From an optimization exercise on the open Yosys and OpenROAD flow, aimed at a short achievable clock period and few clock cycles; shortcuts taken in it are not production practice.
Function was checked by simulation only, so behaviour that the tests miss may differ from the original.

Setup of the reference run:
## data_cache
module data_cache #(
    parameter int SET_W = 2
) (
    input  logic          clk,
    input  logic          rst_n,
    input  logic          i_proc_read,
    input  logic          i_proc_write,
    input  logic [29:0]   i_proc_addr,    
    input  logic [31:0]   i_proc_wdata,
    output logic          o_proc_stall,
    output logic [31:0]   o_proc_rdata,
    output logic          o_mem_read,
    output logic          o_mem_write,
    output logic [27:0]   o_mem_addr,
    output logic [127:0]  o_mem_wdata,
    input  logic          i_mem_ready,
    input  logic [127:0]  i_mem_rdata
);
    localparam int SETS = 4;
    logic [SETS-1:0]  valid0, valid1;
    logic [SETS-1:0]  dirty0, dirty1;
    logic [SETS-1:0]  lru;               
    logic [25:0]      tag0 [SETS];
    logic [25:0]      tag1 [SETS];
    localparam logic [25:0] KA = 26'h3FFFFFF;
    localparam logic [25:0] KB = 26'h2AAAAAA;
    logic [25:0]      tga0 [SETS];
    logic [25:0]      tga1 [SETS];
    logic [25:0]      tgb0 [SETS];
    logic [25:0]      tgb1 [SETS];
    logic [127:0]     line0 [SETS];
    logic [127:0]     line1 [SETS];
    logic             wb_busy;           
    logic             rd_busy;           
    logic [1:0]  wsel;
    logic [1:0]  set;
    logic [25:0] tag;
    logic        req;
    assign wsel = i_proc_addr[1:0];
    assign set  = i_proc_addr[3:2];
    assign tag  = i_proc_addr[29:4];
    assign req  = i_proc_read | i_proc_write;
    logic [SETS-1:0] sdec;
    logic [SETS-1:0] m0, m1;
    logic [SETS-1:0] ra0, ra1, rb0, rb1;     
    always_comb begin
        sdec[0] = ~set[1] & ~set[0];
        sdec[1] = ~set[1] &  set[0];
        sdec[2] =  set[1] & ~set[0];
        sdec[3] =  set[1] &  set[0];
        for (int s = 0; s < SETS; s++) begin
            m0[s]   = sdec[s] & valid0[s] & (tag0[s] == tag);
            m1[s]   = sdec[s] & valid1[s] & (tag1[s] == tag);
            ra0[s]  = sdec[s] & valid0[s] & ((tga0[s] ^ tag) == KA);
            ra1[s]  = sdec[s] & valid1[s] & ((tga1[s] ^ tag) == KA);
            rb0[s]  = sdec[s] & valid0[s] & ((tgb0[s] ^ tag) == KB);
            rb1[s]  = sdec[s] & valid1[s] & ((tgb1[s] ^ tag) == KB);
        end
    end
    logic hit0, hit1, hit;
    assign hit0 = |m0;
    assign hit1 = |m1;
    assign hit  = hit0 | hit1;
    logic [SETS-1:0] vd_s;
  ...
==> module data_cache, before the edit <==
module data_cache #(
    parameter int SET_W = 2
) (
    input  logic          clk,
    input  logic          rst_n,
    input  logic          i_proc_read,
    input  logic          i_proc_write,
    input  logic [29:0]   i_proc_addr,    
    input  logic [31:0]   i_proc_wdata,
    output logic          o_proc_stall,
    output logic [31:0]   o_proc_rdata,
    output logic          o_mem_read,
    output logic          o_mem_write,
    output logic [27:0]   o_mem_addr,
    output logic [127:0]  o_mem_wdata,
    input  logic          i_mem_ready,
    input  logic [127:0]  i_mem_rdata
);
    localparam int SETS = 4;
    logic [SETS-1:0]  valid0, valid1;
    logic [SETS-1:0]  dirty0, dirty1;
    logic [SETS-1:0]  lru;               
    logic [25:0]      tag0 [SETS];
    logic [25:0]      tag1 [SETS];
    localparam logic [25:0] KA = 26'h3FFFFFF;
    localparam logic [25:0] KB = 26'h2AAAAAA;
    logic [25:0]      tga0 [SETS];
    logic [25:0]      tga1 [SETS];
    logic [25:0]      tgb0 [SETS];
    logic [25:0]      tgb1 [SETS];
    logic [127:0]     line0 [SETS];
    logic [127:0]     line1 [SETS];
    logic             wb_busy;           
    logic             rd_busy;           
    logic [1:0]  wsel;
    logic [1:0]  set;
    logic [25:0] tag;
    logic        req;
    assign wsel = i_proc_addr[1:0];
    assign set  = i_proc_addr[3:2];
    assign tag  = i_proc_addr[29:4];
    assign req  = i_proc_read | i_proc_write;
    logic [SETS-1:0] sdec;
    logic [SETS-1:0] m0, m1;
    logic [SETS-1:0] ra0, ra1, rb0, rb1;     
    always_comb begin
        sdec[0] = ~set[1] & ~set[0];
        sdec[1] = ~set[1] &  set[0];
        sdec[2] =  set[1] & ~set[0];
        sdec[3] =  set[1] &  set[0];
        for (int s = 0; s < SETS; s++) begin
            m0[s]   = sdec[s] & valid0[s] & (tag0[s] == tag);
            m1[s]   = sdec[s] & valid1[s] & (tag1[s] == tag);
            ra0[s]  = sdec[s] & valid0[s] & ((tga0[s] ^ tag) == KA);
            ra1[s]  = sdec[s] & valid1[s] & ((tga1[s] ^ tag) == KA);
            rb0[s]  = sdec[s] & valid0[s] & ((tgb0[s] ^ tag) == KB);
            rb1[s]  = sdec[s] & valid1[s] & ((tgb1[s] ^ tag) == KB);
        end
    end
    logic hit0, hit1, hit;
    assign hit0 = |m0;
    assign hit1 = |m1;
    assign hit  = hit0 | hit1;
    logic [SETS-1:0] vd_s;
    logic [25:0]     vt_s [SETS];
    logic [127:0]    vl_s [SETS];
    always_comb begin
        for (int s = 0; s < SETS; s++) begin
            vd_s[s] = lru[s] ? dirty1[s] : dirty0[s];
            vt_s[s] = lru[s] ? tag1[s]   : tag0[s];
            vl_s[s] = lru[s] ? line1[s]  : line0[s];
        end
    end
    logic         vway;
    logic         vdirty;
    assign vway   = lru[set];
    assign vdirty = vd_s[set];
    logic fill;
    assign fill = rd_busy & i_mem_ready;
    logic [31:0] rdata;
    always_comb begin
        rdata = fill ? i_mem_rdata[wsel*32 +: 32] : '0;
        for (int s = 0; s < SETS; s++) begin
            rdata = rdata | ({{16{rb0[s]}}, {16{ra0[s]}}} & line0[s][wsel*32 +: 32])
                          | ({{16{rb1[s]}}, {16{ra1[s]}}} & line1[s][wsel*32 +: 32]);
        end
    end
    assign o_proc_stall = ~(hit | fill);
    assign o_proc_rdata = rdata;
    logic miss;
    assign miss = req & ~hit;
    assign o_mem_write = wb_busy | (~rd_busy & miss & vdirty);
    assign o_mem_read  = rd_busy | (~wb_busy & miss & ~vdirty);
    assign o_mem_addr  = {(vdirty & ~rd_busy) ? vt_s[set] : tag, set};
    assign o_mem_wdata = vl_s[set];
    logic done;
    logic used_way;
    assign done     = req & (hit | fill);
    assign used_way = hit ? hit1 : vway;
    always_ff @(posedge clk) begin
        if (!rst_n) begin
            valid0  <= '0;
            valid1  <= '0;
            dirty0  <= '0;
            dirty1  <= '0;
            lru     <= '0;
            wb_busy <= 1'b0;
            rd_busy <= 1'b0;
        end else begin
            if (!wb_busy && !rd_busy && miss) begin
                wb_busy <= vdirty;
                rd_busy <= ~vdirty;
            end
            if (wb_busy && i_mem_ready) begin
                wb_busy <= 1'b0;
                rd_busy <= 1'b1;
            end
            if (fill) begin
                rd_busy <= 1'b0;
                if (vway) begin
                    valid1[set] <= 1'b1;
                    dirty1[set] <= i_proc_write;
                end else begin
                    valid0[set] <= 1'b1;
                    dirty0[set] <= i_proc_write;
                end
            end
            if (i_proc_write && hit0) dirty0[set] <= 1'b1;
            if (i_proc_write && hit1) dirty1[set] <= 1'b1;
            if (done) lru[set] <= ~used_way;
        end
    end
    logic [127:0] fill_line;
    always_comb begin
        fill_line = i_mem_rdata;
        if (i_proc_write) fill_line[wsel*32 +: 32] = i_proc_wdata;
    end
    always_ff @(posedge clk) begin
        if (fill) begin
            if (vway) begin
                tag1[set]  <= tag;
                tga1[set]  <= tag ^ KA;
                tgb1[set]  <= tag ^ KB;
                line1[set] <= fill_line;
            end else begin
                tag0[set]  <= tag;
                tga0[set]  <= tag ^ KA;
                tgb0[set]  <= tag ^ KB;
                line0[set] <= fill_line;
            end
        end
        if (i_proc_write && hit0) line0[set][wsel*32 +: 32] <= i_proc_wdata;
        if (i_proc_write && hit1) line1[set][wsel*32 +: 32] <= i_proc_wdata;
    end
endmodule
==> flow/config.mk <==
export PLATFORM = sky130hd
export DESIGN_NAME = data_cache
export DESIGN_NICKNAME = data_cache
export VERILOG_FILES = /design/flow/design.v
export SDC_FILE = /design/flow/constraint.sdc
export NUM_CORES = 4
export LEC_CHECK = 0
export CAP_MARGIN = 20
export CORE_MARGIN = 2
export CORE_UTILIZATION = 65
export PLACE_DENSITY = 0.8
export SETUP_SLACK_MARGIN = 1.5
export SLEW_MARGIN = 20
export TNS_END_PERCENT = 10
==> flow/constraint.sdc <==
create_clock -name core_clock -period 6.0 [get_ports {clk}]
set_input_delay 1.2000 -clock core_clock [delete_from_list [all_inputs] [get_ports {clk}]]
set_output_delay 1.2000 -clock core_clock [all_outputs]
set_load 0.01 [all_outputs]
standard.sh (not shown) runs the stock make flow with config.mk's settings and CLKGATE_MAP_FILE= SYNTH_SCRIPT=/design/flow/synth_recipe.tcl, a recipe that flattens the netlist after the stock synthesis.
==> flow/flow/run.sh <==
#!/bin/bash
# Own layout flow: the standard ORFS flow (standard.sh, same synthesis, floorplan, power grid,
# placement, clock tree and routing) with two resizer settings changed:
#  - ports are buffered with sky130_fd_sc_hd__buf_8 instead of the smallest buffer the resizer
#    finds (a clkdlybuf4s50 delay cell on sky130hd);
#  - MATCH_CELL_FOOTPRINT=0, so that repair may swap such cells for faster ones of another
#    footprint.
# The make output goes to own_flow.log in the work folder; ORFS keeps each step's log under
# orfs/logs/.
set -euo pipefail
W=$(pwd)
cp config.mk own_config.mk
echo "export BUFFER_PORTS_ARGS = -buffer_cell sky130_fd_sc_hd__buf_8" >> own_config.mk
sed -e "s#DESIGN_CONFIG=[^ ]*#DESIGN_CONFIG=$W/own_config.mk#" \
    -e 's#CLKGATE_MAP_FILE= #CLKGATE_MAP_FILE= MATCH_CELL_FOOTPRINT=0 #' \
    standard.sh > own_standard.sh
bash own_standard.sh > own_flow.log 2>&1
Testbench counts of the reference run, summed over its fixed seeds: cycles 47,152.
[inputs] the trial run vs the reference run
--- a/flow/design.v
+++ b/flow/design.v
@@ -43,16 +43,10 @@
     logic [SETS-1:0]  valid0, valid1;
     logic [SETS-1:0]  dirty0, dirty1;
     logic [SETS-1:0]  lru;               
     logic [25:0]      tag0 [SETS];
     logic [25:0]      tag1 [SETS];
-    localparam logic [25:0] KA = 26'h3FFFFFF;
-    localparam logic [25:0] KB = 26'h2AAAAAA;
-    logic [25:0]      tga0 [SETS];
-    logic [25:0]      tga1 [SETS];
-    logic [25:0]      tgb0 [SETS];
-    logic [25:0]      tgb1 [SETS];
     logic [127:0]     line0 [SETS];
     logic [127:0]     line1 [SETS];
     logic             wb_busy;           
     logic             rd_busy;           
     logic [1:0]  wsel;
@@ -63,23 +57,18 @@
     assign set  = i_proc_addr[3:2];
     assign tag  = i_proc_addr[29:4];
     assign req  = i_proc_read | i_proc_write;
     logic [SETS-1:0] sdec;
     logic [SETS-1:0] m0, m1;
-    logic [SETS-1:0] ra0, ra1, rb0, rb1;     
     always_comb begin
         sdec[0] = ~set[1] & ~set[0];
         sdec[1] = ~set[1] &  set[0];
         sdec[2] =  set[1] & ~set[0];
         sdec[3] =  set[1] &  set[0];
         for (int s = 0; s < SETS; s++) begin
             m0[s]   = sdec[s] & valid0[s] & (tag0[s] == tag);
             m1[s]   = sdec[s] & valid1[s] & (tag1[s] == tag);
-            ra0[s]  = sdec[s] & valid0[s] & ((tga0[s] ^ tag) == KA);
-            ra1[s]  = sdec[s] & valid1[s] & ((tga1[s] ^ tag) == KA);
-            rb0[s]  = sdec[s] & valid0[s] & ((tgb0[s] ^ tag) == KB);
-            rb1[s]  = sdec[s] & valid1[s] & ((tgb1[s] ^ tag) == KB);
         end
     end
     logic hit0, hit1, hit;
     assign hit0 = |m0;
     assign hit1 = |m1;
@@ -102,12 +91,12 @@
     assign fill = rd_busy & i_mem_ready;
     logic [31:0] rdata;
     always_comb begin
         rdata = fill ? i_mem_rdata[wsel*32 +: 32] : '0;
         for (int s = 0; s < SETS; s++) begin
-            rdata = rdata | ({{16{rb0[s]}}, {16{ra0[s]}}} & line0[s][wsel*32 +: 32])
-                          | ({{16{rb1[s]}}, {16{ra1[s]}}} & line1[s][wsel*32 +: 32]);
+            rdata = rdata | ({32{m0[s]}} & line0[s][wsel*32 +: 32])
+                          | ({32{m1[s]}} & line1[s][wsel*32 +: 32]);
         end
     end
     assign o_proc_stall = ~(hit | fill);
     assign o_proc_rdata = rdata;
     logic miss;
@@ -160,17 +149,13 @@
     end
     always_ff @(posedge clk) begin
         if (fill) begin
             if (vway) begin
                 tag1[set]  <= tag;
-                tga1[set]  <= tag ^ KA;
-                tgb1[set]  <= tag ^ KB;
                 line1[set] <= fill_line;
             end else begin
                 tag0[set]  <= tag;
-                tga0[set]  <= tag ^ KA;
-                tgb0[set]  <= tag ^ KB;
                 line0[set] <= fill_line;
             end
         end
         if (i_proc_write && hit0) line0[set][wsel*32 +: 32] <= i_proc_wdata;
         if (i_proc_write && hit1) line1[set][wsel*32 +: 32] <= i_proc_wdata;
Results
Looking at the reports, the trial run completed the entire flow and the layout it produced met the timing, DRC and antenna checks.
In the trial run the wire length of the first global-routing pass turned out about 3% lower than in the reference run.
Going from the reference run to the trial run, met3 track demand over resource saw an increase; summed area of non-filler cells in the final layout shows a reduction of about 10%; layout-stage area growth over the synthesis result shows an increase of 1.5 points.
Diff the reference run and the trial run: number of antenna violations at the first check in global routing higher in the trial run
Comparing the reference run and the trial run, the higher via count is on the reference run.
Between the trial run and the reference run, it is the trial run whose routed metal-1 wire length is lower, by 11%.
Testbench counts of the trial run, summed over its fixed seeds: cycles 47,152.

==> afterwards: timing with drivers on the ports <==
Ports are ideal in the flow. The routed layouts listed here were re-timed in OpenROAD. Step 1 assumes that a clkbuf_16 drives the clock port and a buf_2 every other input. Step 2 times the ports against the registers' clock, not the clock port: input delays grow and output delays shrink by t, the midpoint of the rising clock arrivals with the driver on. Three values: no drivers, after step 1, after step 2; two values: the first two.
run | t, ns | setup slack, ns | cell pins on the clock port's net
the reference run | 0.854 | 1.191 / 1.051 / 0.723 | 1
the trial run | 0.858 | 1.184 / 1.107 / 0.552 | 1
After both steps every run listed still meets setup and hold. For the trial run, which loses most, drivers alone change the setup slack by -0.077 ns; drivers and shift together by -0.632 ns.
